Context: an optimization exercise on an open-source flow, tuned for small area, a short achievable clock period and few clock cycles per item. The choices shown serve that exercise and are no tape-out recipe. RTL that was checked went through simulation tests only; none was proved equivalent to the original.

Setup of the baseline:
// midpoint_ellipse_point_generator_unit
module midpoint_ellipse_point_generator_unit
#(
	parameter int RADIUS_BITS = 10,
	parameter int COORD_BITS  = 12
) (
	input  wire                          clk,
	input  wire                          arst_n,
	input  wire                          psel,
	input  wire                          penable,
	input  wire                          pwrite,
	input  wire  [2:0]                   paddr,
	input  wire  [31:0]                  pwdata,
	output logic [31:0]                  prdata,
	output logic                         pready,
	input  wire                          item_valid,
	output logic                         item_ready,
	input  wire                          item_command,
	input  wire  [RADIUS_BITS-1:0]       item_radius_x,
	input  wire  [RADIUS_BITS-1:0]       item_radius_y,
	input  wire  signed [COORD_BITS-1:0] item_centre_x,
	input  wire  signed [COORD_BITS-1:0] item_centre_y,
	output logic                         result_valid,
	input  wire                          result_ready,
	output logic signed [COORD_BITS:0]   result_right_x,
	output logic signed [COORD_BITS:0]   result_left_x,
	output logic signed [COORD_BITS:0]   result_upper_y,
	output logic signed [COORD_BITS:0]   result_lower_y,
	output logic                         result_lower_valid,
	output logic                         result_visible,
	output logic                         result_done_res
);
For scale: about 2500 cells after synthesis, ~270 flip-flops, roughly 21000 µm² of cells after synthesis.
==> flow/config.mk <==
export PLATFORM = sky130hd
export DESIGN_NAME = midpoint_ellipse_point_generator_unit
export DESIGN_NICKNAME = midpoint_ellipse_point_generator_unit
export VERILOG_FILES = /design/flow/design.v
export SDC_FILE = /design/flow/constraint.sdc
export NUM_CORES = 4
export LEC_CHECK = 0
export CAP_MARGIN = 20
export CORE_MARGIN = 2
export CORE_UTILIZATION = 40
export CTS_CLUSTER_DIAMETER = 100
export CTS_CLUSTER_SIZE = 20
export SLEW_MARGIN = 20
==> flow/constraint.sdc <==
create_clock -name core_clock -period 11.0 [get_ports {clk}]
set_input_delay 2.2000 -clock core_clock [delete_from_list [all_inputs] [get_ports {clk}]]
set_output_delay 2.2000 -clock core_clock [all_outputs]
set_load 0.01 [all_outputs]
standard.sh (not shown) runs the stock make flow with config.mk's settings and CLKGATE_MAP_FILE= SYNTH_SCRIPT=/design/flow/synth_recipe.tcl, a recipe that flattens the netlist after the stock synthesis.
==> flow/flow/run.sh <==
#!/bin/bash
set -euo pipefail
MARGIN=$(cat flow/margin.txt)
bash standard.sh synth > synth.log 2>&1
bash standard.sh SETUP_SLACK_MARGIN=$MARGIN finish > layout.log 2>&1
==> flow/flow/margin.txt <==
6.15
#### Input delta (the candidate over the baseline)
--- a/flow/design.v
+++ b/flow/design.v
@@ -87,25 +87,25 @@
 	output logic signed [COORD_BITS:0]   result_left_x,
 	output logic signed [COORD_BITS:0]   result_upper_y,
 	output logic signed [COORD_BITS:0]   result_lower_y,
 	output logic                         result_lower_valid,
 	output logic                         result_visible,
 	output logic                         result_done_res
 );
 	localparam int DW = 34;    
 	localparam int MW = 32;    
 	localparam int AW = 20;    
 	localparam int KW = 24;    
 	localparam int OW = COORD_BITS + 1;
-	localparam int DBK = 0, GBK = 0, MBK = 1;    
+	localparam int DBK = 0, GBK = 1, MBK = 1;    
 	logic       upper_n_q;     
 	logic       skip0_n_q;     
 	logic [7:1] skip_h_q;      
 	wire        upper_q = !upper_n_q;
 	wire  [7:0] skip_q  = {skip_h_q, !skip0_n_q};
 	assign pready = 1'b1;
 	always_ff @(posedge clk or negedge arst_n) begin
 		if (!arst_n) begin
 			upper_n_q <= 1'b1;
 			skip0_n_q <= 1'b1;
 			skip_h_q  <= '0;
 		end else if (psel && penable && pwrite) begin
- The baseline ended up with item_command as its timing startpoint of the critical path; the candidate ended up with paddr[2].
- Compared with the baseline, the candidate shows a number of setup buffers added after CTS that is 9 lower.
- Area taken by flip-flops and latches across the baseline and the candidate: no real change.
- Between the baseline and the candidate, the maximum clock skew at final layout is lower for the baseline.
- Against the baseline, cell area after layout in the candidate fell by a few percent.
- In the candidate, the number of tap cells inserted came out 1.2% below the value in the baseline.
- Re level count of the clock H-tree: no difference whatsoever between the baseline and the candidate.
Testbench counts of the candidate, summed over its fixed seeds: cycles 48,679, items 46,359.
Function not checked in the baseline: the RTL went through the layout flow alone.

========
midpoint_ellipse_point_generator_unit, a different RTL version from the one above (not shown whole).
Size: roughly 270 flip-flops, roughly 180 I/O pins, roughly 20,000 µm² of cells after synthesis.
==> flow/config.mk <==
export PLATFORM = sky130hd
export DESIGN_NAME = midpoint_ellipse_point_generator_unit
export DESIGN_NICKNAME = midpoint_ellipse_point_generator_unit
export VERILOG_FILES = /design/flow/design.v
export SDC_FILE = /design/flow/constraint.sdc
export NUM_CORES = 4
export LEC_CHECK = 0
export CAP_MARGIN = 20
export CORE_MARGIN = 2
export CORE_UTILIZATION = 40
export CTS_CLUSTER_DIAMETER = 100
export CTS_CLUSTER_SIZE = 20
export SLEW_MARGIN = 20
==> flow/constraint.sdc <==
create_clock -name core_clock -period 11.0 [get_ports {clk}]
set_input_delay 2.2000 -clock core_clock [delete_from_list [all_inputs] [get_ports {clk}]]
set_output_delay 2.2000 -clock core_clock [all_outputs]
set_load 0.01 [all_outputs]
Scripts as last shown in full above: flow/flow/run.sh, flow/flow/margin.txt
Next try:
--- a/flow/design.v
+++ b/flow/design.v
@@ -9,21 +9,21 @@
 #(
 	parameter int W  = 34,
 	parameter int BK = 1
 ) (
 	input  wire  [W-1:0] a,
 	input  wire  [W-1:0] b,
 	input  wire          ci,
 	output logic [W-1:0] s
 );
 	localparam int L = 6;    
-	logic [W-1:0] g0, p0, gg, pp, gs, ps;
+	logic [W-1:0] g0, p0, gg, pp;
 	always_comb begin
 		g0 = a & b;
 		p0 = a ^ b;
 		g0[0] = g0[0] | (p0[0] & ci);
 		gg = g0;
 		pp = p0;
 		for (int l = 1; l <= L; l++) begin
 			for (int i = 0; i < W; i++) begin
 				if ((((i + 1) % (1 << l)) == 0) && (i >= (1 << (l - 1)))) begin
 					gg[i] = gg[i] | (pp[i] & gg[i - (1 << (l - 1))]);
@@ -32,33 +32,21 @@
 			end
 		end
 		for (int l = L - 1; l >= 1; l--) begin
 			for (int i = 0; i < W; i++) begin
 				if ((((i + 1) % (1 << l)) == (1 << (l - 1))) && (i >= (1 << l))) begin
 					gg[i] = gg[i] | (pp[i] & gg[i - (1 << (l - 1))]);
 					pp[i] = pp[i] & pp[i - (1 << (l - 1))];
 				end
 			end
 		end
-		gs = g0;
-		ps = p0;
-		for (int l = 0; l < L; l++) begin
-			for (int i = 0; i < W; i++) begin
-				if ((i >> l) & 1) begin
-					gs[i] = gs[i] | (ps[i] & gs[((i >> l) << l) - 1]);
-					ps[i] = ps[i] & ps[((i >> l) << l) - 1];
-				end
-			end
-		end
-		if (BK == 2)      s = p0 ^ {gs[W-2:0], ci};
-		else if (BK == 1) s = p0 ^ {gg[W-2:0], ci};
-		else              s = a + b + W'(ci);
+		s = BK ? (p0 ^ {gg[W-2:0], ci}) : (a + b + W'(ci));
 	end
 endmodule
 module mepg_add3
 #(
 	parameter int W  = 34,
 	parameter int BK = 1
 ) (
 	input  wire  [W-1:0] a,
 	input  wire  [W-1:0] b,
 	input  wire  [W-1:0] c,
@@ -101,21 +89,21 @@
 	output logic signed [COORD_BITS:0]   result_lower_y,
 	output logic                         result_lower_valid,
 	output logic                         result_visible,
 	output logic                         result_done_res
 );
 	localparam int DW = 34;    
 	localparam int MW = 32;    
 	localparam int AW = 20;    
 	localparam int KW = 23;    
 	localparam int OW = COORD_BITS + 1;
-	localparam int DBK = 2, GBK = 1, MBK = 1;    
+	localparam int DBK = 0, GBK = 1, MBK = 1;    
 	logic       upper_n_q;     
 	logic       skip0_n_q;     
 	logic [7:1] skip_h_q;      
 	wire        upper_q = !upper_n_q;
 	wire  [7:0] skip_q  = {skip_h_q, !skip0_n_q};
 	assign pready = 1'b1;
 	always_ff @(posedge clk or negedge arst_n) begin
 		if (!arst_n) begin
 			upper_n_q <= 1'b1;
 			skip0_n_q <= 1'b1;
What happened: Wire length rises by 2.1%; non-clock buffer count falls by 17; die area rises by 1.9%; critical path depth falls by 2; final area is about the same; first-iteration DRC count rises by 1.9%; core utilization falls by 0.92 points; hold slack got worse by 0.0082 ns.
Testbench counts after the change, summed over its fixed seeds: cycles 48,607, items 46,359.
No functional check of the RTL was part of the first run of this note.

separate check: timing with driven ports:
No port has a modelled driver above. Below, the same layouts with a new extraction and two added sets of constraints.
Step 1 (the two cells are an assumption about what drives the block):
set clk [get_ports {clk}]
set_driving_cell -lib_cell sky130_fd_sc_hd__clkbuf_16 $clk
set_driving_cell -lib_cell sky130_fd_sc_hd__buf_2 [delete_from_list [all_inputs] $clk]
Step 2 adds t to the input delays and takes it off the output delays; t is the mean of the earliest and latest rising clock arrival at the registers after step 1. Input paths then give back, and output paths get back, about the clock's delay inside the block.
Slacks: no drivers / after step 1 / after step 2; pairs: no drivers / after step 1.
run	t (ns)	setup slack, ns	worst setup path after step 2	worst register clock-pin slew, ns
the baseline	0.590	6.160 / 6.062 / 5.695	input to register	0.10 / 0.10
the candidate	0.602	6.183 / 6.068 / 5.768	input to register	0.10 / 0.10
the first run of note 2	0.607	5.562 / 5.562 / 5.562	register to register	0.10 / 0.10
the second run of note 2	0.590	6.122 / 6.011 / 5.609	input to register	0.09 / 0.09
After both steps every run listed still meets setup and hold. For the second run of note 2, which loses most, drivers alone change the setup slack by -0.111 ns; drivers and shift together by -0.513 ns.
